Context: an optimization exercise on an open-source flow, tuned for small area and a short achievable clock period. The choices shown serve that exercise and are no tape-out recipe. No functional check of the RTL was part of any run shown here. Power is estimated from default activity; no workload was simulated.

==> flow/design.v <==
module tdisto_accum (
  input  logic        clk,
  input  logic        rst_n,
  input  logic        start,
  input  logic [15:0] tlambda,
  input  logic [31:0] sum_a,
  input  logic        done_a,
  input  logic [31:0] sum_b,
  input  logic        done_b,
  output logic        busy,
  output logic [31:0] disto,
  output logic        disto_valid,
  output logic        err
);
  localparam logic [1:0] S_IDLE = 2'd0;
  localparam logic [1:0] S_ACC  = 2'd1;
  localparam logic [1:0] S_MUL  = 2'd2;
  localparam logic [1:0] S_OUT  = 2'd3;
  function automatic logic [2:0] booth(input logic [2:0] b);
    booth[0] = b[1] ^ b[0];
    booth[1] = (b[2] & ~b[1] & ~b[0]) | (~b[2] & b[1] & b[0]);
    booth[2] = b[2] & ~(b[1] & b[0]);
  endfunction
  logic [1:0]  state_q;
  logic        pend_a_q, pend_b_q;
  logic        vld_q;
  logic [4:0]  cnt_q;
  logic        busy_q, disto_valid_q, err_q;
  logic [31:0] disto_q;
  logic [15:5] tl_q;
  logic [2:0]  neg_q, two_q, one_q;
  logic [31:0] sa_q, sb_q;
  logic [30:0] acc_q;
  logic [32:0] r_q;
  logic [3:0]  l_q;
  logic in_acc, in_mul, in_out;
  assign in_acc = (state_q == S_ACC);
  assign in_mul = (state_q == S_MUL);
  assign in_out = (state_q == S_OUT);
  logic consume;
  assign consume = in_acc & pend_a_q & pend_b_q;
  logic        cap_a, cap_b;
  logic [31:0] sa_d, sb_d;
  logic [32:0] diff;
  logic [27:0] dq;
  logic        zq;
  assign cap_a = done_a & (~pend_a_q | pend_b_q);
  assign cap_b = done_b & (~pend_b_q | pend_a_q);
  assign sa_d  = cap_a ? sum_a : sa_q;
  assign sb_d  = cap_b ? sum_b : sb_q;
  tdisto_accum_sub u_sub (.a(sa_d), .b(sb_d), .d(diff));
  logic        dneg;
  logic [27:0] mag_x;
  logic        mag_c;
  assign dneg  = dq[27];
  assign mag_x = dq ^ {28{dneg}};
  assign mag_c = dneg & zq;
  logic [30:0] acc_sum;
  tdisto_accum_acc u_acc (.acc(acc_q), .mag_x(mag_x), .mag_c(mag_c), .sum(acc_sum));
  logic [2:0] d0_s1, d1_s1, d2_s1, d0_s2, d1_s2, d2_s2, d0_s3, d1_s3, d2_s3;
  assign d0_s1 = booth({tlambda[1:0], 1'b0});
  assign d1_s1 = booth(tlambda[3:1]);
  assign d2_s1 = booth(tlambda[5:3]);
  assign d0_s2 = booth(tl_q[7:5]);
  assign d1_s2 = booth(tl_q[9:7]);
  assign d2_s2 = booth(tl_q[11:9]);
  assign d0_s3 = booth(tl_q[13:11]);
  assign d1_s3 = booth(tl_q[15:13]);
  assign d2_s3 = booth({2'b00, tl_q[15]});
  logic [14:0] k_add;
  assign k_add = {d1_s3[2], 1'b0, d0_s3[2], 1'b0, d2_s2[2], 1'b0, d1_s2[2], 1'b1,
                  d0_s2[2], 1'b0, neg_q[2], 1'b0, neg_q[1], 1'b0, neg_q[0]};
  logic [32:0] addend;
  assign addend = in_acc ? {18'd0, k_add} : r_q;
  logic [31:0] ax, pp0, pp1, pp2;
  assign ax  = {1'b0, acc_q};
  assign pp0 = (({32{one_q[0]}} & ax) | ({32{two_q[0]}} & {ax[30:0], 1'b0})) ^ {32{neg_q[0]}};
  assign pp1 = (({32{one_q[1]}} & ax) | ({32{two_q[1]}} & {ax[30:0], 1'b0})) ^ {32{neg_q[1]}};
  assign pp2 = (({32{one_q[2]}} & ax) | ({32{two_q[2]}} & {ax[30:0], 1'b0})) ^ {32{neg_q[2]}};
  logic fs0, fc0;
  logic fs1, fc1;
  logic fs2, fc2;
  logic fs3, fc3;
  logic fs4, fc4;
  logic fs5, fc5;
  logic fs6, fc6;
  logic fs7, fc7;
  logic fs8, fc8;
  logic fs9, fc9;
  logic fs10, fc10;
  logic fs11, fc11;
  logic fs12, fc12;
  logic fs13, fc13;
  logic fs14, fc14;
  logic fs15, fc15;
  logic fs16, fc16;
  logic fs17, fc17;
  logic fs18, fc18;
  logic fs19, fc19;
  logic fs20, fc20;
  logic fs21, fc21;
  logic fs22, fc22;
  logic fs23, fc23;
  logic fs24, fc24;
  logic fs25, fc25;
  logic fs26, fc26;
  logic fs27, fc27;
  logic fs28, fc28;
  logic fs29, fc29;
  logic fs30, fc30;
  logic fs31, fc31;
  logic fs32, fc32;
  logic fs33, fc33;
  logic fs34, fc34;
  logic fs35, fc35;
  logic fs36, fc36;
  logic fs37, fc37;
  logic fs38, fc38;
  logic fs39, fc39;
  logic fs40, fc40;
  logic fs41, fc41;
  logic fs42, fc42;
  logic fs43, fc43;
  logic fs44, fc44;
  logic fs45, fc45;
  logic fs46, fc46;
  logic fs47, fc47;
  logic fs48, fc48;
  logic fs49, fc49;
  logic fs50, fc50;
  logic fs51, fc51;
  logic fs52, fc52;
  logic fs53, fc53;
  logic fs54, fc54;
  logic fs55, fc55;
  logic fs56, fc56;
  logic fs57, fc57;
  logic fs58, fc58;
  logic fs59, fc59;
  logic fs60, fc60;
  logic fs61, fc61;
  logic fs62, fc62;
  logic fs63, fc63;
  assign fs0 = addend[2] ^ pp0[2] ^ pp1[0];
  assign fc0 = (addend[2] & pp0[2]) | (addend[2] & pp1[0]) | (pp0[2] & pp1[0]);
  assign fs1 = addend[3] ^ pp0[3] ^ pp1[1];
  assign fc1 = (addend[3] & pp0[3]) | (addend[3] & pp1[1]) | (pp0[3] & pp1[1]);
  assign fs2 = addend[4] ^ pp0[4] ^ pp1[2];
  assign fc2 = (addend[4] & pp0[4]) | (addend[4] & pp1[2]) | (pp0[4] & pp1[2]);
  assign fs3 = pp2[0] ^ fc1 ^ fs2;
  assign fc3 = (pp2[0] & fc1) | (pp2[0] & fs2) | (fc1 & fs2);
  assign fs4 = addend[5] ^ pp0[5] ^ pp1[3];
  assign fc4 = (addend[5] & pp0[5]) | (addend[5] & pp1[3]) | (pp0[5] & pp1[3]);
  assign fs5 = pp2[1] ^ fc2 ^ fs4;
  assign fc5 = (pp2[1] & fc2) | (pp2[1] & fs4) | (fc2 & fs4);
  assign fs6 = addend[6] ^ pp0[6] ^ pp1[4];
  assign fc6 = (addend[6] & pp0[6]) | (addend[6] & pp1[4]) | (pp0[6] & pp1[4]);
  assign fs7 = pp2[2] ^ fc4 ^ fs6;
  assign fc7 = (pp2[2] & fc4) | (pp2[2] & fs6) | (fc4 & fs6);
  assign fs8 = addend[7] ^ pp0[7] ^ pp1[5];
  assign fc8 = (addend[7] & pp0[7]) | (addend[7] & pp1[5]) | (pp0[7] & pp1[5]);
  assign fs9 = pp2[3] ^ fc6 ^ fs8;
  assign fc9 = (pp2[3] & fc6) | (pp2[3] & fs8) | (fc6 & fs8);
  assign fs10 = addend[8] ^ pp0[8] ^ pp1[6];
  assign fc10 = (addend[8] & pp0[8]) | (addend[8] & pp1[6]) | (pp0[8] & pp1[6]);
  assign fs11 = pp2[4] ^ fc8 ^ fs10;
  assign fc11 = (pp2[4] & fc8) | (pp2[4] & fs10) | (fc8 & fs10);
  assign fs12 = addend[9] ^ pp0[9] ^ pp1[7];
  assign fc12 = (addend[9] & pp0[9]) | (addend[9] & pp1[7]) | (pp0[9] & pp1[7]);
  assign fs13 = pp2[5] ^ fc10 ^ fs12;
  assign fc13 = (pp2[5] & fc10) | (pp2[5] & fs12) | (fc10 & fs12);
  assign fs14 = addend[10] ^ pp0[10] ^ pp1[8];
  assign fc14 = (addend[10] & pp0[10]) | (addend[10] & pp1[8]) | (pp0[10] & pp1[8]);
  assign fs15 = pp2[6] ^ fc12 ^ fs14;
  assign fc15 = (pp2[6] & fc12) | (pp2[6] & fs14) | (fc12 & fs14);
  assign fs16 = addend[11] ^ pp0[11] ^ pp1[9];
  assign fc16 = (addend[11] & pp0[11]) | (addend[11] & pp1[9]) | (pp0[11] & pp1[9]);
  assign fs17 = pp2[7] ^ fc14 ^ fs16;
  assign fc17 = (pp2[7] & fc14) | (pp2[7] & fs16) | (fc14 & fs16);
  assign fs18 = addend[12] ^ pp0[12] ^ pp1[10];
  assign fc18 = (addend[12] & pp0[12]) | (addend[12] & pp1[10]) | (pp0[12] & pp1[10]);
  assign fs19 = pp2[8] ^ fc16 ^ fs18;
  assign fc19 = (pp2[8] & fc16) | (pp2[8] & fs18) | (fc16 & fs18);
  assign fs20 = addend[13] ^ pp0[13] ^ pp1[11];
  assign fc20 = (addend[13] & pp0[13]) | (addend[13] & pp1[11]) | (pp0[13] & pp1[11]);
  assign fs21 = pp2[9] ^ fc18 ^ fs20;
  assign fc21 = (pp2[9] & fc18) | (pp2[9] & fs20) | (fc18 & fs20);
  assign fs22 = addend[14] ^ pp0[14] ^ pp1[12];
  assign fc22 = (addend[14] & pp0[14]) | (addend[14] & pp1[12]) | (pp0[14] & pp1[12]);
  assign fs23 = pp2[10] ^ fc20 ^ fs22;
  assign fc23 = (pp2[10] & fc20) | (pp2[10] & fs22) | (fc20 & fs22);
  assign fs24 = addend[15] ^ pp0[15] ^ pp1[13];
  assign fc24 = (addend[15] & pp0[15]) | (addend[15] & pp1[13]) | (pp0[15] & pp1[13]);
  assign fs25 = pp2[11] ^ fc22 ^ fs24;
  assign fc25 = (pp2[11] & fc22) | (pp2[11] & fs24) | (fc22 & fs24);
  assign fs26 = addend[16] ^ pp0[16] ^ pp1[14];
  assign fc26 = (addend[16] & pp0[16]) | (addend[16] & pp1[14]) | (pp0[16] & pp1[14]);
  assign fs27 = pp2[12] ^ fc24 ^ fs26;
  assign fc27 = (pp2[12] & fc24) | (pp2[12] & fs26) | (fc24 & fs26);
  assign fs28 = addend[17] ^ pp0[17] ^ pp1[15];
  assign fc28 = (addend[17] & pp0[17]) | (addend[17] & pp1[15]) | (pp0[17] & pp1[15]);
  assign fs29 = pp2[13] ^ fc26 ^ fs28;
  assign fc29 = (pp2[13] & fc26) | (pp2[13] & fs28) | (fc26 & fs28);
  assign fs30 = addend[18] ^ pp0[18] ^ pp1[16];
  assign fc30 = (addend[18] & pp0[18]) | (addend[18] & pp1[16]) | (pp0[18] & pp1[16]);
  assign fs31 = pp2[14] ^ fc28 ^ fs30;
  assign fc31 = (pp2[14] & fc28) | (pp2[14] & fs30) | (fc28 & fs30);
  assign fs32 = addend[19] ^ pp0[19] ^ pp1[17];
  assign fc32 = (addend[19] & pp0[19]) | (addend[19] & pp1[17]) | (pp0[19] & pp1[17]);
  assign fs33 = pp2[15] ^ fc30 ^ fs32;
  assign fc33 = (pp2[15] & fc30) | (pp2[15] & fs32) | (fc30 & fs32);
  assign fs34 = addend[20] ^ pp0[20] ^ pp1[18];
  assign fc34 = (addend[20] & pp0[20]) | (addend[20] & pp1[18]) | (pp0[20] & pp1[18]);
  assign fs35 = pp2[16] ^ fc32 ^ fs34;
  assign fc35 = (pp2[16] & fc32) | (pp2[16] & fs34) | (fc32 & fs34);
  assign fs36 = addend[21] ^ pp0[21] ^ pp1[19];
  assign fc36 = (addend[21] & pp0[21]) | (addend[21] & pp1[19]) | (pp0[21] & pp1[19]);
  assign fs37 = pp2[17] ^ fc34 ^ fs36;
  assign fc37 = (pp2[17] & fc34) | (pp2[17] & fs36) | (fc34 & fs36);
  assign fs38 = addend[22] ^ pp0[22] ^ pp1[20];
  assign fc38 = (addend[22] & pp0[22]) | (addend[22] & pp1[20]) | (pp0[22] & pp1[20]);
  assign fs39 = pp2[18] ^ fc36 ^ fs38;
  assign fc39 = (pp2[18] & fc36) | (pp2[18] & fs38) | (fc36 & fs38);
  assign fs40 = addend[23] ^ pp0[23] ^ pp1[21];
  assign fc40 = (addend[23] & pp0[23]) | (addend[23] & pp1[21]) | (pp0[23] & pp1[21]);
  assign fs41 = pp2[19] ^ fc38 ^ fs40;
  assign fc41 = (pp2[19] & fc38) | (pp2[19] & fs40) | (fc38 & fs40);
  assign fs42 = addend[24] ^ pp0[24] ^ pp1[22];
  assign fc42 = (addend[24] & pp0[24]) | (addend[24] & pp1[22]) | (pp0[24] & pp1[22]);
  assign fs43 = pp2[20] ^ fc40 ^ fs42;
  assign fc43 = (pp2[20] & fc40) | (pp2[20] & fs42) | (fc40 & fs42);
  assign fs44 = addend[25] ^ pp0[25] ^ pp1[23];
  assign fc44 = (addend[25] & pp0[25]) | (addend[25] & pp1[23]) | (pp0[25] & pp1[23]);
  assign fs45 = pp2[21] ^ fc42 ^ fs44;
  assign fc45 = (pp2[21] & fc42) | (pp2[21] & fs44) | (fc42 & fs44);
  assign fs46 = addend[26] ^ pp0[26] ^ pp1[24];
  assign fc46 = (addend[26] & pp0[26]) | (addend[26] & pp1[24]) | (pp0[26] & pp1[24]);
  assign fs47 = pp2[22] ^ fc44 ^ fs46;
  assign fc47 = (pp2[22] & fc44) | (pp2[22] & fs46) | (fc44 & fs46);
  assign fs48 = addend[27] ^ pp0[27] ^ pp1[25];
  assign fc48 = (addend[27] & pp0[27]) | (addend[27] & pp1[25]) | (pp0[27] & pp1[25]);
  assign fs49 = pp2[23] ^ fc46 ^ fs48;
  assign fc49 = (pp2[23] & fc46) | (pp2[23] & fs48) | (fc46 & fs48);
  assign fs50 = addend[28] ^ pp0[28] ^ pp1[26];
  assign fc50 = (addend[28] & pp0[28]) | (addend[28] & pp1[26]) | (pp0[28] & pp1[26]);
  assign fs51 = pp2[24] ^ fc48 ^ fs50;
  assign fc51 = (pp2[24] & fc48) | (pp2[24] & fs50) | (fc48 & fs50);
  assign fs52 = addend[29] ^ pp0[29] ^ pp1[27];
  assign fc52 = (addend[29] & pp0[29]) | (addend[29] & pp1[27]) | (pp0[29] & pp1[27]);
  assign fs53 = pp2[25] ^ fc50 ^ fs52;
  assign fc53 = (pp2[25] & fc50) | (pp2[25] & fs52) | (fc50 & fs52);
  assign fs54 = addend[30] ^ pp0[30] ^ pp1[28];
  assign fc54 = (addend[30] & pp0[30]) | (addend[30] & pp1[28]) | (pp0[30] & pp1[28]);
  assign fs55 = pp2[26] ^ fc52 ^ fs54;
  assign fc55 = (pp2[26] & fc52) | (pp2[26] & fs54) | (fc52 & fs54);
  assign fs56 = addend[31] ^ pp0[31] ^ pp1[29];
  assign fc56 = (addend[31] & pp0[31]) | (addend[31] & pp1[29]) | (pp0[31] & pp1[29]);
  assign fs57 = pp2[27] ^ fc54 ^ fs56;
  assign fc57 = (pp2[27] & fc54) | (pp2[27] & fs56) | (fc54 & fs56);
  assign fs58 = ~neg_q[0] ^ ~addend[32] ^ pp1[30];
  assign fc58 = (~neg_q[0] & ~addend[32]) | (~neg_q[0] & pp1[30]) | (~addend[32] & pp1[30]);
  assign fs59 = pp2[28] ^ fc56 ^ fs58;
  assign fc59 = (pp2[28] & fc56) | (pp2[28] & fs58) | (fc56 & fs58);
  assign fs60 = 1'b1 ^ pp1[31] ^ pp2[29];
  assign fc60 = (1'b1 & pp1[31]) | (1'b1 & pp2[29]) | (pp1[31] & pp2[29]);
  assign fs61 = fc58 ^ fs60 ^ fc59;
  assign fc61 = (fc58 & fs60) | (fc58 & fc59) | (fs60 & fc59);
  assign fs62 = ~neg_q[1] ^ pp2[30] ^ fc60;
  assign fc62 = (~neg_q[1] & pp2[30]) | (~neg_q[1] & fc60) | (pp2[30] & fc60);
  assign fs63 = 1'b1 ^ pp2[31] ^ fc62;
  assign fc63 = (1'b1 & pp2[31]) | (1'b1 & fc62) | (pp2[31] & fc62);
  logic [38:0] row_s, row_c, x;
  logic [31:0] disto_res;
  assign row_s = {1'b1, 1'b1, ~neg_q[2], fs63, fc61, fs61, fc57, fc55, fc53, fc51, fc49, fc47, fc45, fc43, fc41, fc39, fc37, fc35, fc33, fc31, fc29, fc27, fc25, fc23, fc21, fc19, fc17, fc15, fc13, fc11, fc9, fc7, fc5, fc3, fs3, fc0, fs0, addend[1], addend[0]};
  assign row_c = {1'b0, 1'b0, fc63, 1'b0, fs62, 1'b0, fs59, fs57, fs55, fs53, fs51, fs49, fs47, fs45, fs43, fs41, fs39, fs37, fs35, fs33, fs31, fs29, fs27, fs25, fs23, fs21, fs19, fs17, fs15, fs13, fs11, fs9, fs7, fs5, 1'b0, fs1, 1'b0, pp0[1], pp0[0]};
  tdisto_accum_cpa u_cpa (.row_s(row_s), .row_c(row_c), .l(l_q), .x(x), .disto_res(disto_res));
  logic acc_done;
  assign acc_done = in_acc & vld_q & cnt_q[4];
  always_ff @(posedge clk) begin
    if (!rst_n) begin
      state_q       <= S_IDLE;
      pend_a_q      <= 1'b0;
      pend_b_q      <= 1'b0;
      vld_q         <= 1'b0;
      busy_q        <= 1'b0;
      disto_valid_q <= 1'b0;
      err_q         <= 1'b0;
      disto_q       <= 32'd0;
    end else begin
      busy_q        <= start | (state_q != S_IDLE);
      disto_valid_q <= ~start & in_out;
      vld_q         <= ~start & consume;
      if (start) begin
        state_q  <= S_ACC;
        pend_a_q <= 1'b0;
        pend_b_q <= 1'b0;
        err_q    <= 1'b0;
      end else begin
        case (state_q)
          S_ACC: begin
            if (acc_done) state_q <= S_MUL;
            pend_a_q <= done_a | (pend_a_q & ~consume);
            pend_b_q <= done_b | (pend_b_q & ~consume);
            if ((done_a & pend_a_q & ~consume) | (done_b & pend_b_q & ~consume))
              err_q <= 1'b1;
          end
          S_MUL: state_q <= S_OUT;
          S_OUT: begin
            state_q <= S_IDLE;
            disto_q <= disto_res;
          end
          default: ;
        endcase
      end
    end
  end
  always_ff @(posedge clk) begin
    if (start) tl_q <= tlambda[15:5];
    if (start) begin
      {neg_q[0], two_q[0], one_q[0]} <= d0_s1;
      {neg_q[1], two_q[1], one_q[1]} <= d1_s1;
      {neg_q[2], two_q[2], one_q[2]} <= d2_s1;
    end else if (acc_done) begin
      {neg_q[0], two_q[0], one_q[0]} <= d0_s2;
      {neg_q[1], two_q[1], one_q[1]} <= d1_s2;
      {neg_q[2], two_q[2], one_q[2]} <= d2_s2;
    end else if (in_mul) begin
      {neg_q[0], two_q[0], one_q[0]} <= d0_s3;
      {neg_q[1], two_q[1], one_q[1]} <= d1_s3;
      {neg_q[2], two_q[2], one_q[2]} <= d2_s3;
    end
    sa_q <= sa_d;
    sb_q <= sb_d;
    dq   <= diff[32:5];
    zq   <= ~|diff[4:0];
    if (start) begin
      acc_q <= 31'd0;
      cnt_q <= 5'd0;
    end else if (consume & ~cnt_q[4]) begin
      acc_q <= acc_sum;
      cnt_q <= cnt_q + 5'd1;
    end
    r_q <= x[38:6];
    l_q <= x[5:2];
  end
  assign busy        = busy_q;
  assign disto       = disto_q;
  assign disto_valid = disto_valid_q;
  assign err         = err_q;
endmodule
module tdisto_accum_sub (
  input  logic [31:0] a,
  input  logic [31:0] b,
  output logic [32:0] d
);
  assign d = {a[31], a} - {b[31], b};
endmodule
module tdisto_accum_acc (
  input  logic [30:0] acc,
  input  logic [27:0] mag_x,
  input  logic        mag_c,
  output logic [30:0] sum
);
  logic [31:0] sum2;
  assign sum2 = {acc, mag_c} + {3'd0, mag_x, mag_c};
  assign sum  = sum2[31:1];
endmodule
module tdisto_accum_cpa (
  input  logic [38:0] row_s,
  input  logic [38:0] row_c,
  input  logic [3:0]  l,
  output logic [38:0] x,
  output logic [31:0] disto_res
);
  logic [10:0] hs, hc, hx;
  logic        c28, nz0, nz1, sat;
  assign x   = row_s + row_c;
  assign hs  = row_s[38:28];
  assign hc  = row_c[38:28];
  assign hx  = hs ^ hc;
  assign c28 = x[28] ^ row_s[28] ^ row_c[28];
  assign nz0 = (hx != {hs[9:0] | hc[9:0], 1'b0});
  assign nz1 = ~&hx;
  assign sat = c28 ? nz1 : nz0;
  assign disto_res = {x[27:0], l} | {32{sat}};
endmodule
==> flow/run.sh <==
#!/bin/bash
# synth_recipe.tcl (not shown) runs the flow's synth.tcl, then flattens the netlist and writes it again
# the make line also repeats each setting of config.mk as NAME=value (left out here)
make -C /OpenROAD-flow-scripts/flow DESIGN_CONFIG=/design/flow/config.mk WORK_HOME=/design/flow/orfs CLKGATE_MAP_FILE= SYNTH_SCRIPT=/design/flow/synth_recipe.tcl finish
==> flow/config.mk <==
export PLATFORM = sky130hd
export DESIGN_NAME = tdisto_accum
export DESIGN_NICKNAME = tdisto_accum
export VERILOG_FILES = /design/flow/design.v
export SDC_FILE = /design/flow/constraint.sdc
export NUM_CORES = 4
export LEC_CHECK = 0
export CAP_MARGIN = 20
export CORE_MARGIN = 2
export CORE_UTILIZATION = 60
export SETUP_SLACK_MARGIN = 2.5
export SLEW_MARGIN = 20
export SYNTH_HIERARCHICAL = 1
==> flow/constraint.sdc <==
create_clock -name core_clock -period 7.0 [get_ports {clk}]
set_input_delay 1.4000 -clock core_clock [delete_from_list [all_inputs] [get_ports {clk}]]
set_output_delay 1.4000 -clock core_clock [all_outputs]
set_load 0.01 [all_outputs]
==> impl_metrics.yaml, run 1 <==
outcome:
  outcome: "complete, no violations"
synth:
  syn_inst: 1902
  synthMostInstantiatedCell: "dfxtp_1"
  synthDistinctLibCells: 98
  synth_area_leaders: "dfxtp_1, ha_1, xnor2_1"
  synth_top_area_cell: "dfxtp_1"
  synthFlopType: "dfxtp_1"
  synth_seq_area_share: 0.274
  syn_area_per_cell_sq_um: 9.06
  synth_seq_cells: 226
  ys_warn_count: 7
  syn_area_sq_um: 17200
  ys_top_cells_by_count: "dfxtp_1, nand2_1, xnor2_1, a21oi_1, ha_1"
  synth-async-reset-ratio: 0
  synth.top_cell.area_share: 0.239
  synth_edf_count: 20
pwr:
  internal_power_uw: 4880
  power_switching_uw: 3690
  powerDensity_nw_per_um2: 418
  p_seq_frac: 0.199
  power_uw: 8570
  p_leak_uw: 0.00810
  peakVddDrop_uv: 236
  p_clk_frac: 0.164
  combPwrFrac: 0.637
  switching_share: 0.431
critical_path:
  crit_arrival_ns: 4.94
  crit_path_end_kind: "flop"
  critPathKind: "flop to flop"
  worst_setup_path_start_kind: "flop"
  critPathRequiredTime_ns: 7.42
  cp_max_fo: 8
global_route:
  grt_pass1_vias: 13985
  antenna_found_initial: 0
  track_usage: 0.274
  grt_max_degree: 72
  overflow: 0
  grt_pass1_wl_microns: 69000
sta:
  fin_ws_ns: 2.48
  fmax_ghz: 0.221
  slew_headroom: 0.499
  final_hold_viol_count: 0
  finalMaxSlewViolations: 0
  period_needed_ns: 4.52
  setup_viol: 0
  max_slew.worst_pin.slew_ns: 0.743
  post-route-period-util: 0.645
  rsz0062_at_grt: "true"
  fin_tns_setup_ns: 0
  skew_ns: 0.0230
clock_network:
  clock-sinks: 226
  clk_pin_slew_worst_paths_ns: 0.06
  cts_tree: "yes"
  clkLatencyLatePin_ns: 0.55
  ctsRootBufferMaster: "clkbuf_16"
  cts_max_level: 1
  cts_buffer_depth: 3
  cts_made_buffers: 26
  holdBufCountCts: 0
route:
  drt-vias-per-instance: 5.85
  drt_first_pass_iters: 6
  vias: 14174
  final_antenna_net_count: 0
  wl_per_cell_microns: 17.8
  wirelength_microns: 43300
  dr.first_iter.drc_count: 1035
  drc_errors: 0
floorplanning:
  initial_core_util: 0.605
  die_w_microns: 173
  rows: 62
  ios: 120
  die_area_sq_um: 30100
  die_y_microns: 173
  fp.coreArea_sq_um: 28500
finish:
  final_cells: 2424
  regArea_sq_um: 4730
  multiInputGateArea_sq_um: 12300
  num-fill-cells: 2237
  area_growth_pct: 18.9
  drive_gt1_frac: 0.158
  diodes: 0
  nets: 2289
place:
  port_buffers: 119
  dp_slack_ns: 1.72
  gp_congestion: 0.928
  dp_cells: 2327
  dp_hpwl_microns: 30800
run:
  maxCapViolCount: 0
worst_hold_path:
  hp-class: "flop to flop"
cells in the final DEF, fill, tap and decap left out, types with 11 or more instances in the layout:
cell / n
nor2b_1: 15
buf_4: 52
edfxtp_1: 20
o21a_1: 11
fa_1: 62
a21o_1: 36
inv_1: 84
mux2_2: 68
a21oi_1: 128
a22oi_1: 79
a31oi_1: 17
nor2_1: 55
nand4_1: 14
ha_1: 97
and3_1: 12
a22oi_2: 14
a21boi_0: 18
nor3_1: 16
clkbuf_16: 26
xnor2_1: 143
o21bai_1: 17
a21boi_1: 17
nand2_1: 165
clkdlybuf4s50_1: 117
o21ai_0: 82
ha_4: 12
dfxtp_1: 203
nand3_1: 53
nand2b_1: 34
and2_1: 29
xor2_1: 71
conb_1: 13
Yosys stat by module, one instance, submodules excluded:
module / cells / flip-flops and latches / cell area [sq um] / times used
tdisto_accum: 999 / 226 / 10800 / 1
tdisto_accum_acc: 233 / 0 / 1740 / 1
tdisto_accum_sub: 278 / 0 / 1890 / 1
tdisto_accum_cpa: 392 / 0 / 2830 / 1
path summary, 6_finish.rpt:
check                   from           to  slack [ns]  cells after the start
setup / recovery    one_q[1]  disto_q[27]        2.48                     20
hold / removal    disto_q[8]   disto_q[8]        0.45                      2
setup reg to reg    one_q[1]  disto_q[27]        2.48                     20
hold reg to reg   disto_q[8]   disto_q[8]        0.45                      2
routing by layer:
metal	GRT usage	wire length, microns	up-vias
met5	0	0	-
met4	0.0865	1380	0
met3	0.0265	1950	96
met2	0.476	21000	417
met1	0.359	18900	6709
li1	-	-	6952
power groups by stage:
stage          Sequential, uW  Combinational, uW  Clock [uW]
2_1_floorplan            1690               3660           0
3_3_place_gp             1740               4540           0
3_5_place_dp             1740               4570           0
4_1_cts                  1700               4960        1430
5_1_grt                  1730               5910        1490
6_report                 1700               5460        1410
logic make-up (layout without fill, tap and decap cells):
logic type                 count (synthesis)  after routing  share of synthesized area
and+or+nand+nor                          464            464                      0.138
xor gates and xnor gates                 223            223                      0.114
AOI/OAI and AO/OA                        538            540                      0.215
other                                      2             13                   0.000436
DFF                                      226            226                      0.274
adders and majority gates                183            183                      0.161
buffers and inverters                    192            317                     0.0494
muxes                                     74             74                     0.0479
repair_timing:
item | CTS | global route
cloned | 2 | 2
pin swaps | 5 | 25
gates resized for setup | 53 | 83
setup endpoints to repair | 51 | 47
buffers inserted | 36 | 10
worst max-delay path: stages, from the launching register on:
cell      delay [ns]
edfxtp_1        0.39
buf_6           0.16
a22oi_2         0.21
xnor2_2         0.15
fa_1            0.46
fa_2            0.37
fa_2            0.57
inv_2           0.06
ha_4            0.26
xor2_1          0.12
nand4_1         0.11
or4_4           0.44
o221ai_2        0.18
o21ai_2         0.10
nor3b_4         0.23
buf_6           0.16
buf_12          0.10
buf_16          0.15
nand2b_4        0.05
nand2_1         0.05
a21boi_1        0.06
cell type report:
| type | instances | area share |
|---|---|---|
| Timing Repair Buffer | 184 | 0.0881 |
| Tap cell | 384 | 0.0234 |
| Multi-Input combinational cell | 1497 | 0.599 |
| Clock inverter | 8 | 0.00751 |
| Inverter | 86 | 0.0159 |
| Sequential cell | 226 | 0.231 |
| Clock buffer | 39 | 0.0356 |
registers in the layout (all words and copies together), names as in the netlist, 5 cells and up:
name     count
sb_q        32
dq          28
acc_q       31
r_q         33
cnt_q        5
tl_q        11
sa_q        32
disto_q     32
per-stage QoR:
step	utilization	area (sq um)	hold slack (ns)
after floorplan	-	17300	0.448
after global placement	0.652	18600	0.454
after detailed placement	0.652	18600	0.460
after CTS	0.703	20000	0.468
after global routing	0.720	20500	0.466
final	0.720	20500	0.447
==> run 2, diff against run 1 <==
==> flow/flow/run.sh (new file) <==
#!/bin/bash
# The standard layout, with plain buffers on the ports instead of the
# delay-cell buffers that buffer_ports picks by default.
set -euo pipefail
export BUFFER_PORTS_ARGS="-buffer_cell sky130_fd_sc_hd__buf_1"
bash standard.sh finish > standard_flow.log 2>&1
==> flow/standard.sh (new file) <==
#!/bin/bash
# synth_recipe.tcl (not shown) runs the flow's synth.tcl, then flattens the netlist and writes it again
# the make line also repeats each setting of config.mk as NAME=value (left out here)
make -C /OpenROAD-flow-scripts/flow DESIGN_CONFIG=/design/flow/config.mk WORK_HOME=/design/flow/orfs CLKGATE_MAP_FILE= SYNTH_SCRIPT=/design/flow/synth_recipe.tcl "${@:-finish}"
removed: flow/run.sh
==> run 2 against run 1 <==
Critical path type unchanged. Final area fell by 4.0%. Critical endpoint is now disto_q[31]. Power fell by 0.85%. Clock power rose by 8%. Die area did not move. Cell count fell by 0.62%. Synthesized area did not move. Combinational power fell by 4%.
==> impl_metrics.yaml, run 2 <==
outcome:
  outcome: "complete, no violations"
floorplanning:
  die_y_microns: 173
  rows: 62
  ios: 120
  die_area_sq_um: 30100
  initial_core_util: 0.605
  fp.coreArea_sq_um: 28500
  die_w_microns: 173
synth:
  ys_warn_count: 7
  synthFlopType: "dfxtp_1"
  syn_area_sq_um: 17200
  synth_area_leaders: "dfxtp_1, ha_1, xnor2_1"
  synth_seq_cells: 226
  synth_edf_count: 20
  synth-async-reset-ratio: 0
  ys_top_cells_by_count: "dfxtp_1, nand2_1, xnor2_1, a21oi_1, ha_1"
  syn_area_per_cell_sq_um: 9.06
  synth.top_cell.area_share: 0.239
  synth_seq_area_share: 0.274
  synth_top_area_cell: "dfxtp_1"
  synthMostInstantiatedCell: "dfxtp_1"
  synthDistinctLibCells: 98
  syn_inst: 1902
critical_path:
  reg2regPathDepth: 19
  worst_setup_path_start_kind: "flop"
  critPathKind: "flop to flop"
  critPathRequiredTime_ns: 7.43
  crit_path_end_kind: "flop"
  r2r_start: "one_q[1]"
  startpoint: "one_q[1]"
  rrSetupSlack_ns: 2.47
  crit_arrival_ns: 4.96
  r2r-end: "disto_q[31]"
  cp_max_fo: 15
route:
  dr.first_iter.drc_count: 1014
  final_antenna_net_count: 0
  vias: 13865
  wl_per_cell_microns: 17.3
  wl_met2_microns: 20000
  wl_met1_microns: 19000
  drt_first_pass_iters: 5
  wirelength_microns: 41700
  routed.top_layer: "met5"
  drc_errors: 0
  met3_length_microns: 1740
  drt-vias-per-instance: 5.76
clock_network:
  cts_max_level: 1
  clk_pin_slew_worst_paths_ns: 0.06
  ctsRootBufferMaster: "clkbuf_16"
  cts_made_buffers: 27
  clock-sinks: 226
  clkLatencyLatePin_ns: 0.56
  cts_tree: "yes"
  cts_buffer_depth: 3
  holdBufCountCts: 0
global_route:
  grt_pass1_wl_microns: 67100
  overflow: 0
  grt_pass1_vias: 13377
  track_usage: 0.268
  antenna_found_initial: 1
  grt_max_degree: 72
sta:
  final_hold_viol_count: 0
  skew_ns: 0.0260
  setup_viol: 0
  fin_tns_setup_ns: 0
  slew_headroom: 0.494
  fmax_ghz: 0.221
  max_slew.worst_pin.slew_ns: 0.751
  holdWs_ns: 0.450
  finalMaxSlewViolations: 0
  post-route-period-util: 0.647
  period_needed_ns: 4.53
  rsz0062_at_grt: "true"
finish:
  largest-register: "r_q"
  nets: 2272
  largest_reg_flops: 33
  diodes: 0
  drive_gt1_frac: 0.143
  final_cell_mix: "dfxtp_1, nand2_1, xnor2_1, a21oi_1, buf_1"
  area_growth_pct: 14.1
  final_common_cell: "dfxtp_1"
pwr:
  p_leak_uw: 0.00782
  powerDensity_nw_per_um2: 432
  power_uw: 8490
  peakVddDrop_uv: 233
worst_hold_path:
  holdPathEnd: "disto_q[27]"
  hp-start: "disto_q[27]"
  min_path_cells: 2
  hp-class: "flop to flop"
run:
  maxCapViolCount: 0
place:
  port_buffers: 119
  gp_congestion: 0.921
  dp_hpwl_microns: 30500
run 2: cell counts after synthesis:
No cell type changed its count.
run 2: Yosys stat by module, one instance, submodules excluded:
module	area, sq um	cells inside	copies in the design
tdisto_accum	10800	999	1
tdisto_accum_acc	1740	233	1
tdisto_accum_cpa	2830	392	1
tdisto_accum_sub	1890	278	1
run 2: layout make-up:
type                    count  area (sq um)
fillers                  2338          8800
clock inverters            16           238
inverters                  86           327
repair buffers            168          1060
well taps                 384           480
clock buffers              34           732
multi-input cells        1495         12100
flip-flops and latches    226          4730
run 2: what timing repair did:
item | in CTS | in global routing
pin swaps | 6 | 25
endpoints found under the hold margin | 0 | 0
gates resized for setup | 35 | 93
setup endpoints to repair | 47 | 42
buffers inserted | 16 | 9
gates cloned | 3 | 2
run 2: metrics by stage:
step / setup WS, ns / utilization / cells / area (sq um)
CTS: 2.48 / 0.674 / 2396 / 19200
global placement: 1.94 / 0.626 / 2327 / 17800
floorplan: 2.53 / - / 1913 / 17300
finish: 2.47 / 0.691 / 2409 / 19700
global route: 2.34 / 0.691 / 2409 / 19700
detailed placement: 1.81 / 0.626 / 2327 / 17800
run 2: per-layer routing:
| layer | track usage | vias to the layer above |
|---|---|---|
| li1 | - | 6920 |
| met1 | 0.360 | 6545 |
| met2 | 0.464 | 332 |
| met3 | 0.0307 | 66 |
| met4 | 0.0604 | 2 |
| met5 | 0 | - |
run 2: cells by family after synthesis:
group,count (synthesis),share of synthesized area
xor+xnor,223,0.114
fa+ha+maj,183,0.161
simple gates,464,0.138
flops,226,0.274
buf+inv,192,0.0494
compound gates,538,0.215
other cells,2,0.000436
mux,74,0.0479
run 2: worst max-delay path, stage by stage (launching register included):
cell,delay (ns)
edfxtp_1,0.42
buf_4,0.16
bufbuf_16,0.28
a22oi_2,0.22
xnor2_1,0.18
fa_1,0.47
fa_1,0.47
ha_2,0.40
and3_1,0.19
nand2_1,0.09
a21oi_4,0.18
o211ai_4,0.14
o2111ai_4,0.31
a21oi_2,0.12
nor3b_4,0.24
buf_12,0.17
clkbuf_16,0.19
nand2b_1,0.06
nand2_1,0.05
a21boi_1,0.06
run 2: where the power goes:
group          internal, uW  leakage (uW)  total (uW)  switching, uW
clock                   958      0.000474        1520            563
combinational          2320       0.00544        5260           2940
sequential             1610       0.00191        1710            107
run 2: worst max path at each step:
| stage | end | slack, ns | depth (start not counted) |
|---|---|---|---|
| global route | disto_q[3] | 2.34 | 19 |
| detailed placement | disto_q[13] | 1.81 | 17 |
| floorplan | disto_q[9] | 2.53 | 20 |
| global placement | disto_q[19] | 1.94 | 17 |
| CTS | disto_q[29] | 2.48 | 19 |
| finish | disto_q[31] | 2.47 | 19 |
==> run 3, diff against run 2 <==
--- a/flow/design.v
+++ b/flow/design.v
@@ -27,9 +27,10 @@
   logic [4:0]  cnt_q;
   logic        busy_q, disto_valid_q, err_q;
   logic [31:0] disto_q;
-  logic [15:5] tl_q;
+  logic [15:0] tl_q;
   logic [2:0]  neg_q, two_q, one_q;
-  logic [31:0] sa_q, sb_q;
+  logic [2:0]  negn_q, twon_q, onen_q;
+  logic [31:0] hold_q;
   logic [30:0] acc_q;
   logic [32:0] r_q;
   logic [3:0]  l_q;
@@ -40,27 +41,33 @@
   logic consume;
   assign consume = in_acc & pend_a_q & pend_b_q;
   logic        cap_a, cap_b;
-  logic [31:0] sa_d, sb_d;
+  logic [31:0] a_d, b_d;
   logic [32:0] diff;
   logic [27:0] dq;
   logic        zq;
   assign cap_a = done_a & (~pend_a_q | pend_b_q);
   assign cap_b = done_b & (~pend_b_q | pend_a_q);
-  assign sa_d  = cap_a ? sum_a : sa_q;
-  assign sb_d  = cap_b ? sum_b : sb_q;
-  tdisto_accum_sub u_sub (.a(sa_d), .b(sb_d), .d(diff));
+  assign a_d   = cap_a ? sum_a : hold_q;
+  assign b_d   = cap_b ? sum_b : hold_q;
+  assign diff  = {a_d[31], a_d} - {b_d[31], b_d};
   logic        dneg;
   logic [27:0] mag_x;
   logic        mag_c;
   assign dneg  = dq[27];
   assign mag_x = dq ^ {28{dneg}};
   assign mag_c = dneg & zq;
+  logic [31:0] acc_sum2;
   logic [30:0] acc_sum;
-  tdisto_accum_acc u_acc (.acc(acc_q), .mag_x(mag_x), .mag_c(mag_c), .sum(acc_sum));
+  assign acc_sum2 = {acc_q, mag_c} + {3'd0, mag_x, mag_c};
+  assign acc_sum  = acc_sum2[31:1];
   logic [2:0] d0_s1, d1_s1, d2_s1, d0_s2, d1_s2, d2_s2, d0_s3, d1_s3, d2_s3;
+  logic [2:0] d0_s1q, d1_s1q, d2_s1q;
   assign d0_s1 = booth({tlambda[1:0], 1'b0});
   assign d1_s1 = booth(tlambda[3:1]);
   assign d2_s1 = booth(tlambda[5:3]);
+  assign d0_s1q = booth({tl_q[1:0], 1'b0});
+  assign d1_s1q = booth(tl_q[3:1]);
+  assign d2_s1q = booth(tl_q[5:3]);
   assign d0_s2 = booth(tl_q[7:5]);
   assign d1_s2 = booth(tl_q[9:7]);
   assign d2_s2 = booth(tl_q[11:9]);
@@ -72,11 +79,15 @@
                   d0_s2[2], 1'b0, neg_q[2], 1'b0, neg_q[1], 1'b0, neg_q[0]};
   logic [32:0] addend;
   assign addend = in_acc ? {18'd0, k_add} : r_q;
-  logic [31:0] ax, pp0, pp1, pp2;
+  logic [31:0] ax, ax2, pp0, pp1, pp2;
   assign ax  = {1'b0, acc_q};
-  assign pp0 = (({32{one_q[0]}} & ax) | ({32{two_q[0]}} & {ax[30:0], 1'b0})) ^ {32{neg_q[0]}};
-  assign pp1 = (({32{one_q[1]}} & ax) | ({32{two_q[1]}} & {ax[30:0], 1'b0})) ^ {32{neg_q[1]}};
-  assign pp2 = (({32{one_q[2]}} & ax) | ({32{two_q[2]}} & {ax[30:0], 1'b0})) ^ {32{neg_q[2]}};
+  assign ax2 = {ax[30:0], 1'b0};
+  assign pp0[15:0]  = (({16{one_q[0]}} & ax[15:0]) | ({16{two_q[0]}} & ax2[15:0])) ^ {16{neg_q[0]}};
+  assign pp1[15:0]  = (({16{one_q[1]}} & ax[15:0]) | ({16{two_q[1]}} & ax2[15:0])) ^ {16{neg_q[1]}};
+  assign pp2[15:0]  = (({16{one_q[2]}} & ax[15:0]) | ({16{two_q[2]}} & ax2[15:0])) ^ {16{neg_q[2]}};
+  assign pp0[31:16] = (({16{~onen_q[0]}} & ax[31:16]) | ({16{~twon_q[0]}} & ax2[31:16])) ^ {16{~negn_q[0]}};
+  assign pp1[31:16] = (({16{~onen_q[1]}} & ax[31:16]) | ({16{~twon_q[1]}} & ax2[31:16])) ^ {16{~negn_q[1]}};
+  assign pp2[31:16] = (({16{~onen_q[2]}} & ax[31:16]) | ({16{~twon_q[2]}} & ax2[31:16])) ^ {16{~negn_q[2]}};
   logic fs0, fc0;
   logic fs1, fc1;
   logic fs2, fc2;
@@ -270,12 +281,34 @@
   assign fs63 = 1'b1 ^ pp2[31] ^ fc62;
   assign fc63 = (1'b1 & pp2[31]) | (1'b1 & fc62) | (pp2[31] & fc62);
   logic [38:0] row_s, row_c, x;
-  logic [31:0] disto_res;
   assign row_s = {1'b1, 1'b1, ~neg_q[2], fs63, fc61, fs61, fc57, fc55, fc53, fc51, fc49, fc47, fc45, fc43, fc41, fc39, fc37, fc35, fc33, fc31, fc29, fc27, fc25, fc23, fc21, fc19, fc17, fc15, fc13, fc11, fc9, fc7, fc5, fc3, fs3, fc0, fs0, addend[1], addend[0]};
   assign row_c = {1'b0, 1'b0, fc63, 1'b0, fs62, 1'b0, fs59, fs57, fs55, fs53, fs51, fs49, fs47, fs45, fs43, fs41, fs39, fs37, fs35, fs33, fs31, fs29, fs27, fs25, fs23, fs21, fs19, fs17, fs15, fs13, fs11, fs9, fs7, fs5, 1'b0, fs1, 1'b0, pp0[1], pp0[0]};
-  tdisto_accum_cpa u_cpa (.row_s(row_s), .row_c(row_c), .l(l_q), .x(x), .disto_res(disto_res));
+  assign x = row_s + row_c;
+  logic [10:0] hs, hc, hx;
+  logic        c28, nz0, nz1, sat;
+  assign hs  = row_s[38:28];
+  assign hc  = row_c[38:28];
+  assign hx  = hs ^ hc;
+  assign c28 = x[28] ^ row_s[28] ^ row_c[28];
+  assign nz0 = (hx != {hs[9:0] | hc[9:0], 1'b0});
+  assign nz1 = ~&hx;
+  assign sat = c28 ? nz1 : nz0;
+  logic [31:0] disto_res;
+  assign disto_res = {x[27:0], l_q} | {32{sat}};
   logic acc_done;
   assign acc_done = in_acc & vld_q & cnt_q[4];
+  logic [2:0] dig0_d, dig1_d, dig2_d;
+  always_comb begin
+    if (start) begin
+      dig0_d = d0_s1;  dig1_d = d1_s1;  dig2_d = d2_s1;
+    end else if (acc_done) begin
+      dig0_d = d0_s2;  dig1_d = d1_s2;  dig2_d = d2_s2;
+    end else if (in_mul) begin
+      dig0_d = d0_s3;  dig1_d = d1_s3;  dig2_d = d2_s3;
+    end else begin
+      dig0_d = d0_s1q; dig1_d = d1_s1q; dig2_d = d2_s1q;
+    end
+  end
   always_ff @(posedge clk) begin
     if (!rst_n) begin
       state_q       <= S_IDLE;
@@ -315,22 +348,14 @@
     end
   end
   always_ff @(posedge clk) begin
-    if (start) tl_q <= tlambda[15:5];
-    if (start) begin
-      {neg_q[0], two_q[0], one_q[0]} <= d0_s1;
-      {neg_q[1], two_q[1], one_q[1]} <= d1_s1;
-      {neg_q[2], two_q[2], one_q[2]} <= d2_s1;
-    end else if (acc_done) begin
-      {neg_q[0], two_q[0], one_q[0]} <= d0_s2;
-      {neg_q[1], two_q[1], one_q[1]} <= d1_s2;
-      {neg_q[2], two_q[2], one_q[2]} <= d2_s2;
-    end else if (in_mul) begin
-      {neg_q[0], two_q[0], one_q[0]} <= d0_s3;
-      {neg_q[1], two_q[1], one_q[1]} <= d1_s3;
-      {neg_q[2], two_q[2], one_q[2]} <= d2_s3;
-    end
-    sa_q <= sa_d;
-    sb_q <= sb_d;
+    if (start) tl_q <= tlambda;
+    {neg_q[0], two_q[0], one_q[0]} <= dig0_d;
+    {neg_q[1], two_q[1], one_q[1]} <= dig1_d;
+    {neg_q[2], two_q[2], one_q[2]} <= dig2_d;
+    {negn_q[0], twon_q[0], onen_q[0]} <= ~dig0_d;
+    {negn_q[1], twon_q[1], onen_q[1]} <= ~dig1_d;
+    {negn_q[2], twon_q[2], onen_q[2]} <= ~dig2_d;
+    hold_q <= cap_a ? sum_a : b_d;
     dq   <= diff[32:5];
     zq   <= ~|diff[4:0];
     if (start) begin
@@ -348,39 +373,3 @@
   assign disto_valid = disto_valid_q;
   assign err         = err_q;
 endmodule
-module tdisto_accum_sub (
-  input  logic [31:0] a,
-  input  logic [31:0] b,
-  output logic [32:0] d
-);
-  assign d = {a[31], a} - {b[31], b};
-endmodule
-module tdisto_accum_acc (
-  input  logic [30:0] acc,
-  input  logic [27:0] mag_x,
-  input  logic        mag_c,
-  output logic [30:0] sum
-);
-  logic [31:0] sum2;
-  assign sum2 = {acc, mag_c} + {3'd0, mag_x, mag_c};
-  assign sum  = sum2[31:1];
-endmodule
-module tdisto_accum_cpa (
-  input  logic [38:0] row_s,
-  input  logic [38:0] row_c,
-  input  logic [3:0]  l,
-  output logic [38:0] x,
-  output logic [31:0] disto_res
-);
-  logic [10:0] hs, hc, hx;
-  logic        c28, nz0, nz1, sat;
-  assign x   = row_s + row_c;
-  assign hs  = row_s[38:28];
-  assign hc  = row_c[38:28];
-  assign hx  = hs ^ hc;
-  assign c28 = x[28] ^ row_s[28] ^ row_c[28];
-  assign nz0 = (hx != {hs[9:0] | hc[9:0], 1'b0});
-  assign nz1 = ~&hx;
-  assign sat = c28 ? nz1 : nz0;
-  assign disto_res = {x[27:0], l} | {32{sat}};
-endmodule
--- a/flow/config.mk
+++ b/flow/config.mk
@@ -7,7 +7,6 @@
 export LEC_CHECK = 0
 export CAP_MARGIN = 20
 export CORE_MARGIN = 2
-export CORE_UTILIZATION = 60
+export CORE_UTILIZATION = 45
 export SETUP_SLACK_MARGIN = 2.5
 export SLEW_MARGIN = 20
-export SYNTH_HIERARCHICAL = 1
==> run 3 against run 2 <==
Hold slack lost 0.016 ns. Critical path type unchanged. Critical path depth shrank 2. Cell count grew 1.0%. Synthesized area shrank 9.2%. Final area shrank 5.6%. Clock skew shrank 0.0067 ns. Sequential share of layout area shrank 0.42 points. Non-clock buffer count grew 2.
==> impl_metrics.yaml, run 3 <==
floorplanning:
  die_w_microns: 191
  rows: 68
  fp.coreArea_sq_um: 34400
  die_area_sq_um: 36300
  initial_core_util: 0.455
  die_y_microns: 191
  ios: 120
sta:
  finalMaxSlewViolations: 0
  slew_headroom: 0.441
  period_needed_ns: 4.66
  max_slew.worst_pin.slew_ns: 0.837
  rsz0062_at_grt: "true"
  setup_viol: 0
  post-route-period-util: 0.665
  fin_tns_setup_ns: 0
  fmax_ghz: 0.215
  skew_ns: 0.0193
  final_hold_viol_count: 0
clock_network:
  ctsRootBufferMaster: "clkbuf_16"
  cts_buffer_depth: 3
  clkLatencyLatePin_ns: 0.55
  clock-sinks: 208
  cts_max_level: 1
  cts_made_buffers: 25
  cts_tree: "yes"
  clk_pin_slew_worst_paths_ns: 0.06
synth:
  syn_area_sq_um: 15700
  synthFlopType: "dfxtp_1"
  syn_area_per_cell_sq_um: 8.50
  synth_top_area_cell: "dfxtp_1"
  synth.top_cell.area_share: 0.246
  synthDistinctLibCells: 70
  synth_seq_area_share: 0.276
  ys_top_cells_by_count: "dfxtp_1, a21oi_1, inv_1, nand2_1, o21ai_0"
  ys_warn_count: 1
  synth-async-reset-ratio: 0
  synth_seq_cells: 208
  synth_area_leaders: "dfxtp_1, ha_1, fa_1"
  synth_edf_count: 16
  syn_inst: 1841
  synthMostInstantiatedCell: "dfxtp_1"
pwr:
  internal_power_uw: 4590
  power_uw: 8330
  combPwrFrac: 0.640
  switching_share: 0.449
  peakVddDrop_uv: 308
  p_clk_frac: 0.163
  power_switching_uw: 3740
  p_leak_uw: 0.00754
  p_seq_frac: 0.197
  powerDensity_nw_per_um2: 449
route:
  dr.first_iter.drc_count: 628
  drt_first_pass_iters: 5
  wl_per_cell_microns: 15.6
  final_antenna_net_count: 0
  drc_errors: 0
  vias: 12978
  wirelength_microns: 38000
  drt-vias-per-instance: 5.33
global_route:
  track_usage: 0.206
  grt_pass1_vias: 12441
  grt_pass1_wl_microns: 62100
  grt_max_degree: 61
  overflow: 0
  antenna_found_initial: 0
finish:
  final_cell_mix: "dfxtp_1, inv_1, nand2_1, a21oi_1, buf_1"
  area_growth_pct: 18.6
  reg_top3: "r_q (33), disto_q (32), hold_q (32)"
  fin_util: 0.540
  final_common_cell: "dfxtp_1"
  largest_reg_flops: 33
  largest-register: "r_q"
  num-fill-cells: 3202
  diodes: 0
  drive_gt1_frac: 0.152
  nets: 2224
place:
  dp_hpwl_microns: 28000
  port_buffers: 119
  gp_congestion: 0.838
critical_path:
  crit_arrival_ns: 5.07
  worst_setup_path_start_kind: "flop"
  cp_max_fo: 16
  crit_path_end_kind: "flop"
  critPathRequiredTime_ns: 7.42
  critPathKind: "flop to flop"
run:
  maxCapViolCount: 0
worst_hold_path:
  hp-class: "flop to flop"
outcome:
  outcome: "complete, no violations"
## run 3: changes by cell type after synthesis, moves of 27 or more
cell,change
inv_1,+72
nor2_1,+54
a21oi_1,+49
a22oi_1,-47
o22ai_1,+40
xnor2_1,-37
mux2_2,-35
mux2i_1,+33
a21boi_0,-31
buf_2,-31
o21ai_0,+27
## run 3: repair_timing
item | 4_1_cts | 5_1_grt
pin swaps | 20 | 53
setup buffers | 24 | 14
hold buffers | 0 | 0
resized for setup | 92 | 129
setup endpoints to repair | 59 | 53
cloned | 4 | 0
## run 3: cells by family after synthesis
group | after synthesis | share of synthesized area
AOI/OAI and AO/OA | 524 | 0.206
xor gates and xnor gates | 209 | 0.117
adders and majority gates | 178 | 0.173
buffers and inverters | 240 | 0.0590
DFF | 208 | 0.276
muxes | 72 | 0.0487
and+or+nand+nor | 410 | 0.120
## run 3: worst paths after layout
check,slack (ns),to,from,depth (start not counted)
setup reg to reg,2.34,disto_q[16],one_q[0],17
setup / recovery,2.34,disto_q[16],one_q[0],17
hold reg to reg,0.43,disto_q[1],l_q[1],2
hold / removal,0.43,disto_q[1],l_q[1],2
## run 3: stage by stage
step | instance area [sq um] | hold slack [ns] | instances | setup slack (ns)
floorplan | 15700 | 0.408 | 1841 | 2.49
global placement | 16500 | 0.413 | 2347 | 1.38
detailed placement | 16500 | 0.422 | 2347 | 1.23
CTS | 17900 | 0.431 | 2420 | 2.50
global route | 18600 | 0.456 | 2434 | 2.24
finish | 18600 | 0.433 | 2434 | 2.34
## run 3: power by group through the flow
stage	registers, uW	logic [uW]	clock network, uW
after floorplan	1570	3370	0
after global placement	1660	4250	0
after detailed placement	1650	4310	0
after global routing	1660	5870	1440
after CTS	1630	4720	1400
final	1640	5330	1360
## run 3: area by class of cell
cell class                      count  area, sq um  share of cell area
Sequential cell                   208         4390               0.236
Clock buffer                       28          658              0.0354
Inverter                          160          606              0.0326
Tap cell                          455          569              0.0307
Multi-Input combinational cell   1396        11200               0.605
Timing Repair Buffer              170          915              0.0493
Clock inverter                     17          199              0.0107
## run 3: worst max-delay path, stage by stage, from the launching register on
cell	delay [ns]
dfxtp_4	0.40
a22oi_1	0.25
xnor2_1	0.13
fa_1	0.51
inv_1	0.05
fa_1	0.56
ha_4	0.25
a21oi_4	0.17
o21ai_4	0.09
a41oi_2	0.24
o21ai_2	0.11
a2111o_1	0.47
a31o_1	0.24
a2111o_1	0.47
buf_6	0.16
a21boi_4	0.17
buf_6	0.17
a21oi_2	0.06
## run 3: metal layers
layer	vias to the layer above	routed length [microns]	track usage
met1	5977	18100	0.285
met4	0	968	0.0510
met5	-	0	0
met3	58	1770	0.0294
li1	6643	-	-
met2	300	17200	0.340
==> run 4, diff against run 3 <==
--- a/flow/config.mk
+++ b/flow/config.mk
@@ -7,6 +7,6 @@
 export LEC_CHECK = 0
 export CAP_MARGIN = 20
 export CORE_MARGIN = 2
-export CORE_UTILIZATION = 45
+export CORE_UTILIZATION = 60
 export SETUP_SLACK_MARGIN = 2.5
 export SLEW_MARGIN = 20
==> run 4 against run 3 <==
First-iteration DRC count is 51% higher. Fmax is 0.43% higher. Critical endpoint is now disto_q[26]. Highest routed layer unchanged. Setup slack better by 0.020 ns. Clock power is 6% higher. Critical path type unchanged. Final area is 0.26% higher.
==> impl_metrics.yaml, run 4 <==
outcome:
  outcome: "complete, no violations"
place:
  dp_slack_ns: 1.18
  gp_congestion: 0.889
  port_buffers: 119
  dp_hpwl_microns: 26700
  dp_cells: 2223
synth:
  synth_area_leaders: "dfxtp_1, ha_1, fa_1"
  synth.top_cell.area_share: 0.246
  synth_seq_area_share: 0.276
  ys_top_cells_by_count: "dfxtp_1, a21oi_1, inv_1, nand2_1, o21ai_0"
  syn_inst: 1841
  syn_area_per_cell_sq_um: 8.50
  synthMostInstantiatedCell: "dfxtp_1"
  synth-async-reset-ratio: 0
  synth_edf_count: 16
  synthFlopType: "dfxtp_1"
  ys_warn_count: 1
  synth_seq_cells: 208
  synth_top_area_cell: "dfxtp_1"
  syn_area_sq_um: 15700
  synthDistinctLibCells: 70
global_route:
  grtUsageMet3: 0.0287
  antenna_found_initial: 0
  grt_use_met1: 0.374
  track_usage: 0.267
  grt_pass1_wl_microns: 60100
  use_met2: 0.442
  busiest_layer: "met2"
  grt_pass1_vias: 12322
  overflow: 0
  grt_max_degree: 61
pwr:
  power_uw: 8620
  peakVddDrop_uv: 493
  p_leak_uw: 0.00761
  powerDensity_nw_per_um2: 463
finish:
  final_cells: 2329
  reg_top3: "r_q (33), disto_q (32), hold_q (32)"
  multiInputGateArea_sq_um: 11200
  final_cell_mix: "dfxtp_1, inv_1, nand2_1, a21oi_1, buf_1"
  drive_gt1_frac: 0.156
  diodes: 0
  num-fill-cells: 2017
  largest-register: "r_q"
  largest_reg_flops: 33
  area_growth_pct: 18.9
  final_common_cell: "dfxtp_1"
  nets: 2237
  regArea_sq_um: 4380
critical_path:
  critPathTopFamily: "compound AO/OA/AOI/OAI gates"
  cp_max_fo: 8
  slowest_stage: "fa_2"
  path_buf_inv: 4
  worst_setup_path_start_kind: "flop"
  cpPeakStageDelay_ns: 0.55
  path_cells: "ha_1 -> nor2b_4 -> mux2i_2 -> fa_1 -> fa_2 -> inv_2 -> ha_4 -> a21oi_4 -> o21ai_4 -> a41oi_2 -> o21ai_2 -> a2111o_1 -> a31o_1 -> a2111o_1 -> buf_6 -> a21boi_4 -> buf_6 -> buf_12 -> a21oi_2"
  crit_path_end_kind: "flop"
  critPathRequiredTime_ns: 7.41
  crit_arrival_ns: 5.05
  critPathKind: "flop to flop"
sta:
  finalMaxSlewViolations: 0
  fmax_ghz: 0.216
  holdWs_ns: 0.434
  fin_ws_ns: 2.36
  rsz0062_at_grt: "true"
  max_slew.worst_pin.slew_ns: 0.821
  skew_ns: 0.0148
  setup_viol: 0
  post-route-period-util: 0.662
  slew_headroom: 0.452
  final_hold_viol_count: 0
  fin_tns_setup_ns: 0
  period_needed_ns: 4.64
clock_network:
  cts_max_level: 1
  cts_made_buffers: 26
  clkLatencyLatePin_ns: 0.55
  cts_buffer_depth: 3
  cts_tree: "yes"
  ctsRootBufferMaster: "clkbuf_16"
  holdBufCountCts: 0
  clk_pin_slew_worst_paths_ns: 0.06
  clock-sinks: 208
floorplanning:
  die_w_microns: 166
  rows: 59
  die_y_microns: 166
  fp.coreArea_sq_um: 25800
  ios: 120
  initial_core_util: 0.606
  die_area_sq_um: 27400
worst_hold_path:
  hp-class: "flop to flop"
route:
  final_antenna_net_count: 0
  drc_errors: 0
  wl_per_cell_microns: 16.5
  dr.first_iter.drc_count: 946
  drt-vias-per-instance: 5.72
  drt_first_pass_iters: 6
  vias: 13327
  wirelength_microns: 38500
run:
  maxCapViolCount: 0
[run 4: cell counts after synthesis]
Identical to the previous run, type by type.
[run 4: layout make-up]
cell class	instances	share of cell area
multi-input combinational	1396	0.601
timing repair buffer	182	0.0578
tap	335	0.0225
inverter	160	0.0324
clock buffer	28	0.0354
clock inverter	20	0.0152
sequential	208	0.235
[run 4: metal layers]
layer	wire length, microns	part of all wire
met1	17800	0.46
met2	17900	0.47
met3	1900	0.049
met4	889	0.023
met5	0	0
[run 4: cells by family (layout without fill, tap and decap cells)]
family / Yosys count / in the layout / share of synthesized area
muxes: 72 / 72 / 0.0487
and+or+nand+nor: 410 / 411 / 0.120
DFF: 208 / 208 / 0.276
buffers and inverters: 240 / 390 / 0.0590
adders and majority gates: 178 / 178 / 0.173
xor gates and xnor gates: 209 / 209 / 0.117
AOI/OAI and AO/OA: 524 / 526 / 0.206
[run 4: power by group]
group	switching, uW	internal [uW]	total, uW
clock network	565	878	1440
registers	152	1480	1630
logic	3150	2400	5540
[run 4: timing repair]
item                       in CTS  in global routing
pin swaps                      44                 52
resized for setup             127                 92
gates cloned                    4                  2
setup buffers                  30                 22
setup endpoints to repair      59                 55
[run 4: worst min-delay path, cell delays in order (launching register included)]
cell     delay [ns]
dfxtp_1        0.29
inv_1          0.05
a21oi_2        0.05
[run 4: metrics by stage]
step,utilization,cell area (sq um)
after floorplan,-,15700
after global placement,0.630,16300
after detailed placement,0.630,16300
after CTS,0.700,18100
after global routing,0.720,18600
final,0.720,18600
[run 4: final timing paths]
check | start | to | cells after the start | slack [ns]
setup / recovery | tl_q[5] | disto_q[26] | 19 | 2.36
hold reg to reg | l_q[2] | disto_q[2] | 2 | 0.43
hold / removal | l_q[2] | disto_q[2] | 2 | 0.43
setup reg to reg | tl_q[5] | disto_q[26] | 19 | 2.36
==> run 5, diff against run 4 <==
--- a/flow/design.v
+++ b/flow/design.v
@@ -40,16 +40,17 @@
   assign in_out = (state_q == S_OUT);
   logic consume;
   assign consume = in_acc & pend_a_q & pend_b_q;
-  logic        cap_a, cap_b;
-  logic [31:0] a_d, b_d;
+  logic        a_wait, b_wait, a_next;
+  logic [31:0] a_op, b_op;
   logic [32:0] diff;
   logic [27:0] dq;
   logic        zq;
-  assign cap_a = done_a & (~pend_a_q | pend_b_q);
-  assign cap_b = done_b & (~pend_b_q | pend_a_q);
-  assign a_d   = cap_a ? sum_a : hold_q;
-  assign b_d   = cap_b ? sum_b : hold_q;
-  assign diff  = {a_d[31], a_d} - {b_d[31], b_d};
+  assign a_wait = pend_a_q & ~pend_b_q;
+  assign b_wait = pend_b_q & ~pend_a_q;
+  assign a_op   = a_wait ? hold_q : sum_a;
+  assign b_op   = b_wait ? hold_q : sum_b;
+  assign diff   = {a_op[31], a_op} - {b_op[31], b_op};
+  assign a_next = done_a | a_wait;
   logic        dneg;
   logic [27:0] mag_x;
   logic        mag_c;
@@ -355,7 +356,7 @@
     {negn_q[0], twon_q[0], onen_q[0]} <= ~dig0_d;
     {negn_q[1], twon_q[1], onen_q[1]} <= ~dig1_d;
     {negn_q[2], twon_q[2], onen_q[2]} <= ~dig2_d;
-    hold_q <= cap_a ? sum_a : b_d;
+    hold_q <= a_next ? a_op : b_op;
     dq   <= diff[32:5];
     zq   <= ~|diff[4:0];
     if (start) begin
==> run 5 against run 4 <==
Sequential power is essentially flat. Largest power group unchanged. Still clean on timing, DRC and antenna. Core utilization shrank 1.9 points. First-iteration DRC count shrank 14%. Global-route usage shrank 0.76 points. Clock power shrank 5%. Setup slack gained 0.25 ns.
==> impl_metrics.yaml, run 5 <==
place:
  placed_area_sq_um: 16100
  gp_congestion: 0.874
  dp_hpwl_microns: 26500
  dp_cells: 2109
  port_buffers: 119
critical_path:
  critPathKind: "flop to flop"
  path_buf_inv: 4
  slowest_stage: "fa_1"
  critPathTopFamily: "compound AO/OA/AOI/OAI gates"
  critPathRequiredTime_ns: 7.41
  crit_arrival_ns: 4.80
  worst_setup_path_start_kind: "flop"
  crit_path_end_kind: "flop"
  cpPeakStageDelay_ns: 0.50
  cp_max_fo: 8
  path_cells: "buf_4 -> buf_4 -> nor2b_1 -> mux2i_1 -> fa_1 -> fa_1 -> inv_1 -> ha_4 -> nand3_4 -> o31ai_4 -> a211o_1 -> a21oi_2 -> o2111ai_2 -> a31oi_4 -> xnor2_4 -> buf_12 -> nand3_4 -> o221a_4"
clock_network:
  clk_pin_slew_worst_paths_ns: 0.06
  clkLatencyLatePin_ns: 0.54
  cts_buffer_depth: 3
  cts_max_level: 1
  cts_tree: "yes"
  ctsRootBufferMaster: "clkbuf_16"
  cts_made_buffers: 24
  clock-sinks: 208
  holdBufCountCts: 0
synth:
  synth_edf_count: 16
  synth-async-reset-ratio: 0
  synthMostInstantiatedCell: "dfxtp_1"
  synth.top_cell.area_share: 0.249
  synth_seq_cells: 208
  synth_top_area_cell: "dfxtp_1"
  syn_area_sq_um: 15400
  syn_inst: 1727
  syn_area_per_cell_sq_um: 8.94
  ys_warn_count: 1
  synthDistinctLibCells: 80
  synthFlopType: "dfxtp_1"
  synth_seq_area_share: 0.280
  ys_top_cells_by_count: "dfxtp_1, a21oi_1, nand2_1, inv_1, xnor2_1"
  synth_area_leaders: "dfxtp_1, ha_1, fa_1"
sta:
  rsz0062_at_grt: "false"
  post-route-period-util: 0.627
  skew_ns: 0.0241
  period_needed_ns: 4.39
  final_hold_viol_count: 0
  max_slew.worst_pin.slew_ns: 0.928
  finalMaxSlewViolations: 0
  fmax_ghz: 0.228
  setup_viol: 0
  slew_headroom: 0.366
  fin_tns_setup_ns: 0
route:
  final_antenna_net_count: 0
  drt-vias-per-instance: 5.74
  met3_length_microns: 1550
  drc_errors: 0
  wl_per_cell_microns: 16.4
  dr.first_iter.drc_count: 814
  wl_met1_microns: 17400
  routed.top_layer: "met4"
  wl_met2_microns: 16400
  vias: 12510
  drt_first_pass_iters: 6
  wirelength_microns: 35800
finish:
  largest_reg_flops: 33
  final_cell_mix: "dfxtp_1, a21oi_1, nand2_1, inv_1"
  nets: 2095
  num-fill-cells: 2044
  final_common_cell: "dfxtp_1"
  regArea_sq_um: 4380
  reg_top3: "r_q (33), disto_q (32), hold_q (32)"
  area_growth_pct: 14.7
  multiInputGateArea_sq_um: 10800
  final_cells: 2179
  drive_gt1_frac: 0.130
  diodes: 0
  largest-register: "r_q"
  fin_util: 0.701
  fin_area_sq_um: 17700
pwr:
  peakVddDrop_uv: 723
  powerDensity_nw_per_um2: 404
  p_leak_uw: 0.00742
floorplanning:
  die_w_microns: 164
  rows: 58
  fp.coreArea_sq_um: 25300
  die_area_sq_um: 27000
  initial_core_util: 0.612
  ios: 120
  die_y_microns: 164
worst_hold_path:
  hp-class: "flop to flop"
global_route:
  track_usage: 0.260
  antenna_found_initial: 0
  grt_max_degree: 75
  grt_pass1_vias: 11593
  overflow: 0
  grt_pass1_wl_microns: 57800
run:
  maxCapViolCount: 0
outcome:
  outcome: "complete, no violations"
run 5: repair_timing:
item / CTS / global route
resized for setup: 27 / 94
buffers inserted: 8 / 14
cloned: 4 / 1
pin swaps: 4 / 37
setup endpoints to repair: 50 / 40
run 5: path summary, 6_finish.rpt:
kind	start	slack (ns)	end	cells after the start
worst max register to register	tl_q[7]	2.61	disto_q[23]	18
worst max-delay path	tl_q[7]	2.61	disto_q[23]	18
worst min-delay path	cnt_q[1]	0.48	cnt_q[1]	2
worst min register to register	cnt_q[1]	0.48	cnt_q[1]	2
run 5: worst reg2reg max path: stages (launching register included):
cell	delay, ns
edfxtp_1	0.40
buf_4	0.15
buf_4	0.14
nor2b_1	0.15
mux2i_1	0.18
fa_1	0.45
fa_1	0.50
inv_1	0.07
ha_4	0.30
nand3_4	0.08
o31ai_4	0.25
a211o_1	0.21
a21oi_2	0.09
o2111ai_2	0.27
a31oi_4	0.16
xnor2_4	0.20
buf_12	0.15
nand3_4	0.19
o221a_4	0.30
run 5: stage by stage:
stage	total power, uW	setup slack (ns)	hold slack, ns
finish	7160	2.61	0.480
global route	7710	2.41	0.501
CTS	6820	2.50	0.482
detailed placement	5200	1.47	0.471
global placement	5160	1.64	0.464
floorplan	4430	2.51	0.449
run 5: power breakdown:
group	internal, uW	total [uW]	switching, uW
Combinational	1840	4190	2350
Clock	830	1370	539
Sequential	1450	1600	151
Total	4120	7160	3040
run 5: area by class of cell:
| cell class | instances | share of cell area |
|---|---|---|
| multi-input cells | 1320 | 0.612 |
| flip-flops and latches | 208 | 0.247 |
| repair buffers | 153 | 0.0408 |
| clock buffers | 28 | 0.0371 |
| inverters | 125 | 0.0266 |
| well taps | 330 | 0.0233 |
| clock inverters | 15 | 0.0127 |
run 5: kinds of logic (layout without fill, tap and decap cells):
logic type | Yosys count | in the layout | synth area share
AO/OA/AOI/OAI | 482 | 482 | 0.214
XOR/XNOR | 208 | 208 | 0.118
AND/OR/NAND/NOR | 376 | 381 | 0.112
flip-flops | 208 | 208 | 0.280
multiplexers | 71 | 71 | 0.0485
adder cells (fa/ha/maj) | 178 | 178 | 0.176
buffers and inverters | 204 | 321 | 0.0514
run 5: routing by layer:
metal	track usage	up-vias
met5	0	-
met4	0.0379	0
met3	0.0319	30
met2	0.427	255
met1	0.375	5871
li1	-	6354

## static timing again, ports no longer ideal
No port has a modelled driver above. Below, the same layouts with a new extraction and two added sets of constraints. Step 1 assumes that a clkbuf_16 drives the clock port and a buf_2 every other input. Step 2 times the ports against the registers' clock, not the clock port: input delays grow and output delays shrink by t, the midpoint of the rising clock arrivals with the driver on. Slacks: ideal ports / drivers / drivers and shift; pairs: ideal ports / drivers.
run | t (ns) | setup slack, ns | clock arrival spread, ns | worst slew at a driven data input, ns
run 1 | 0.593 | 2.482 / 2.482 / 2.003 | 0.023 / 0.023 | 0.04
run 2 | 0.598 | 2.471 / 2.471 / 2.400 | 0.026 / 0.026 | 0.04
run 3 | 0.588 | 2.343 / 2.343 / 2.199 | 0.020 / 0.020 | 0.04
run 4 | 0.591 | 2.363 / 2.363 / 2.095 | 0.015 / 0.016 | 0.04
run 5 | 0.584 | 2.610 / 2.610 / 2.610 | 0.024 / 0.024 | 0.04
After both steps every run listed still meets setup and hold. The setup slack of run 1, which loses most, moves by 0.000 ns with the drivers and by -0.479 ns with both steps.
